This design comes from an exercise in tuning for small area, a short achievable clock period and few clock cycles per item on the open sky130 flow, not from production work. The RTL was checked by simulation tests, not by an equivalence proof against the original design.

## run A
==> flow/design.v <==
`default_nettype none
module xtea_add32 (
  input  wire logic [31:0] x,
  input  wire logic [31:0] y,
  input  wire logic        ci,
  output logic [31:0]      s
);
  logic [31:0] p0;
  logic [31:0] g [6];
  logic [31:0] p [6];
  always_comb begin
    p0   = x ^ y;
    p[0] = p0;
    g[0] = x & y;
    g[0][0] = g[0][0] | (p0[0] & ci);
    for (int l = 0; l < 5; l++) begin
      for (int i = 0; i < 32; i++) begin
        if (((i >> l) & 1) == 1) begin
          g[l+1][i] = g[l][i] | (p[l][i] & g[l][((i >> l) << l) - 1]);
          p[l+1][i] = p[l][i] & p[l][((i >> l) << l) - 1];
        end else begin
          g[l+1][i] = g[l][i];
          p[l+1][i] = p[l][i];
        end
      end
    end
    s = p0 ^ {g[5][30:0], ci};
  end
endmodule
`default_nettype wire
`default_nettype none
module xtea_block_cipher (
  input  wire logic        clk,
  input  wire logic        rst,
  input  wire logic        cfg_valid,
  output logic             cfg_ready,
  input  wire logic [2:0]  cfg_index,
  input  wire logic [31:0] cfg_data,
  input  wire logic        in_valid,
  output logic             in_stall,
  input  wire logic [64:0] in_data,
  output logic             out_valid,
  input  wire logic        out_stall,
  output logic [63:0]      out_data
);
  localparam logic [31:0] DELTA     = 32'h9E37_79B9;
  localparam logic [31:0] NEG_DELTA = 32'h61C8_8647;   
  logic [31:0] key [4];
  logic [6:0]  nrounds;
  logic [31:0] dec_sum;
  logic        init;       
  logic        pre;        
  logic        idle;       
  logic        busy;       
  logic        fin;        
  logic        outv;       
  logic        stall_q;    
  logic        ph;         
  logic [6:0]  cnt;
  logic        func;
  logic [31:0] a, b;
  logic [31:0] s;          
  logic [31:0] sk;         
  wire trigger   = rst || (cfg_valid && cfg_index == 3'd4);
  wire cnt_zero  = (cnt == 7'd0);
  wire n_zero    = (nrounds == 7'd0);
  wire accept    = idle && in_valid;
  wire in_dec    = in_data[64];
  logic [31:0] mixed, b_step, sk_sum;
  xtea_add32 u_add_mix (.x((b << 4) ^ (b >> 5)), .y(b), .ci(1'b0), .s(mixed));
  xtea_add32 u_add_b   (.x(a), .y(mixed ^ sk), .ci(func), .s(b_step));
  wire        last   = ph && (cnt == 7'd1);
  wire [31:0] x      = idle ? dec_sum : s;
  wire        neg    = idle || func;
  wire [1:0]  ksel   = (idle || (!ph ^ func)) ? x[12:11] : x[1:0];
  wire [31:0] kword  = key[ksel];
  xtea_add32 u_add_sk  (.x(x), .y(kword), .ci(1'b0), .s(sk_sum));
  wire [31:0] sk_nx  = sk_sum ^ {32{neg}};
  wire [31:0] s_add  = x + ((idle || (busy && func)) ? NEG_DELTA : DELTA);
  assign cfg_ready = 1'b1;
  assign in_stall  = stall_q;
  assign out_valid = outv;
  assign out_data  = {a, s};
  always_ff @(posedge clk) begin
    for (int i = 0; i < 4; i++) begin
      if (rst || (cfg_valid && cfg_index == 3'(i))) key[i] <= cfg_data & {32{!rst}};
    end
    if (rst)                                 nrounds <= 7'd32;
    else if (cfg_valid && cfg_index == 3'd4) nrounds <= cfg_data[6:0];
    if (pre && cnt_zero) dec_sum <= s;
  end
  always_ff @(posedge clk) begin
    if (trigger) begin
      init    <= 1'b1;
      pre     <= 1'b0;
      idle    <= 1'b0;
      busy    <= 1'b0;
      fin     <= 1'b0;
      outv    <= 1'b0;
      stall_q <= 1'b1;
    end else begin
      if (init) begin
        init <= 1'b0;
        pre  <= 1'b1;
      end
      if (pre && cnt_zero) begin
        pre     <= 1'b0;
        idle    <= 1'b1;
        stall_q <= 1'b0;
      end
      if (accept) begin
        idle    <= 1'b0;
        stall_q <= 1'b1;
        if (n_zero) fin  <= 1'b1;
        else        busy <= 1'b1;
      end
      if (busy && last) begin
        busy <= 1'b0;
        fin  <= 1'b1;
      end
      if (fin) begin
        fin  <= 1'b0;
        outv <= 1'b1;
      end
      if (outv && !out_stall) begin
        outv    <= 1'b0;
        idle    <= 1'b1;
        stall_q <= 1'b0;
      end
    end
  end
  always_ff @(posedge clk) begin
    if (init || idle) begin
      cnt <= nrounds;
    end else if (pre) begin
      if (!cnt_zero) cnt <= cnt - 7'd1;
    end else if (busy && ph) begin
      cnt <= cnt - 7'd1;
    end
    if (idle) begin
      func <= in_dec;
      ph   <= 1'b0;
    end else if (busy) begin
      ph <= !ph;
    end
  end
  always_ff @(posedge clk) begin
    if (init)                                s <= '0;
    else if (fin)                            s <= func ? a : b;
    else if (accept)                         s <= in_dec ? s_add : DELTA;
    else if ((pre && !cnt_zero) || (busy && ph)) s <= s_add;
    if (idle && !in_dec) sk <= key[0];
    else                 sk <= sk_nx;
  end
  always_ff @(posedge clk) begin
    if (idle)      a <= in_dec ? in_data[31:0] : in_data[63:32];
    else if (busy) a <= b;
    else if (fin && func) a <= b;
    b <= idle ? (in_dec ? in_data[63:32] : in_data[31:0]) : b_step;
  end
endmodule
`default_nettype wire
==> flow/config.mk <==
export PLATFORM = sky130hd
export DESIGN_NAME = xtea_block_cipher
export DESIGN_NICKNAME = xtea_block_cipher
export VERILOG_FILES = /design/flow/design.v
export SDC_FILE = /design/flow/constraint.sdc
export NUM_CORES = 4
export LEC_CHECK = 0
export CAP_MARGIN = 20
export CORE_MARGIN = 2
export CORE_UTILIZATION = 40
export SLEW_MARGIN = 20
==> flow/constraint.sdc <==
create_clock -name core_clock -period 12.0 [get_ports {clk}]
set_input_delay 2.4000 -clock core_clock [delete_from_list [all_inputs] [get_ports {clk}]]
set_output_delay 2.4000 -clock core_clock [all_outputs]
set_load 0.01 [all_outputs]
standard.sh (not shown) runs the stock make flow with config.mk's settings and CLKGATE_MAP_FILE= SYNTH_SCRIPT=/design/flow/synth_recipe.tcl, a recipe that flattens the netlist after the stock synthesis.
==> flow/flow/run.sh <==
#!/bin/bash
set -euo pipefail
bash standard.sh SETUP_SLACK_MARGIN=8 \
  "BUFFER_PORTS_ARGS=-buffer_cell sky130_fd_sc_hd__buf_1" \
  "CTS_ARGS=-sink_clustering_enable -repair_clock_nets -dont_use_dummy_load -buf_list {sky130_fd_sc_hd__clkbuf_1 sky130_fd_sc_hd__clkbuf_2}" \
  finish > standard_flow.log 2>&1
Testbench counts of run A, summed over its fixed seeds: cycles 34,616, items 512.
Input-level comparison between run B and run A:
==> flow/flow/run.sh <==
#!/bin/bash
set -euo pipefail
bash standard.sh SETUP_SLACK_MARGIN=7.7 \
  "BUFFER_PORTS_ARGS=-buffer_cell sky130_fd_sc_hd__buf_1" \
  "CTS_ARGS=-sink_clustering_enable -repair_clock_nets -dont_use_dummy_load -buf_list {sky130_fd_sc_hd__clkbuf_4 sky130_fd_sc_hd__clkbuf_8}" \
  finish > standard_flow.log 2>&1
[summary]
Comparing run A with run B, the fmax came out essentially unchanged.
Of the two candidates, run A has the worse worst slew slack as a fraction of its limit and run B the better one.
Min hold slack across run A and run B: run A
Input-level comparison between run C and run B:
==> flow/flow/run.sh <==
#!/bin/bash
set -euo pipefail
bash standard.sh SETUP_SLACK_MARGIN=7.5 \
  "BUFFER_PORTS_ARGS=-buffer_cell sky130_fd_sc_hd__buf_1" \
  "CTS_ARGS=-sink_clustering_enable -repair_clock_nets -dont_use_dummy_load -buf_list {sky130_fd_sc_hd__clkbuf_2 sky130_fd_sc_hd__clkbuf_4}" \
  finish > standard_flow.log 2>&1
Notes after the runs:
- Run B | stages: all done | timing, DRC, antenna: all pass
- Run C reached the end of the flow, and the finished layout is clean on the timing, DRC and antenna checks.
- Compared with run B, run C shows fraction of the cycle the final worst path needs higher by 0.64 points.
- Run C — layout overhead on the synthesized area 2.4 points lower, run B as reference
- Cell count after synthesis: run C vs run B identical
- The clock network latency to the later pin of the worst-skew pair number comes out lower for run B vs run C.
- Largest clock skew in the final design ended up 0.049 ns higher on run C than on run B.
- Routed metal-1 wirelength went down by a few percent going from run B to run C.
- Per the comparison of run C with run B, flip-flop and latch share of the layout cell area grew by 0.80 points, global-route usage grew by 0.37 points, total length of routed wires shrank by 580 um.

==> static timing again, ports no longer ideal <==
How much do the figures lean on ideal ports? The routed layouts below were timed once more, with nothing changed but the port constraints.
Step 1 (the two cells are an assumption about what drives the block):
set clk [get_ports {clk}]
set_driving_cell -lib_cell sky130_fd_sc_hd__clkbuf_16 $clk
set_driving_cell -lib_cell sky130_fd_sc_hd__buf_2 [delete_from_list [all_inputs] $clk]
Step 2 times the ports against the registers' clock, not the clock port: input delays grow and output delays shrink by t, the midpoint of the rising clock arrivals with the driver on.
Slacks: ideal / step 1 / step 2; pairs: ideal / step 1.
run | t, ns | slack for setup (ns) | worst setup path after step 2 | clock arrival spread, ns | pins driven straight from the clock port
run A | 0.991 | 7.675 / 7.675 / 7.089 | input to register | 0.086 / 0.087 | 1
run B | 0.627 | 7.669 / 7.669 / 7.393 | input to register | 0.028 / 0.028 | 1
run C | 0.802 | 7.591 / 7.591 / 7.283 | input to register | 0.079 / 0.079 | 1
After both steps every run listed still meets setup and hold. For run A, which loses most, drivers alone change the setup slack by 0.000 ns; drivers and shift together by -0.586 ns.
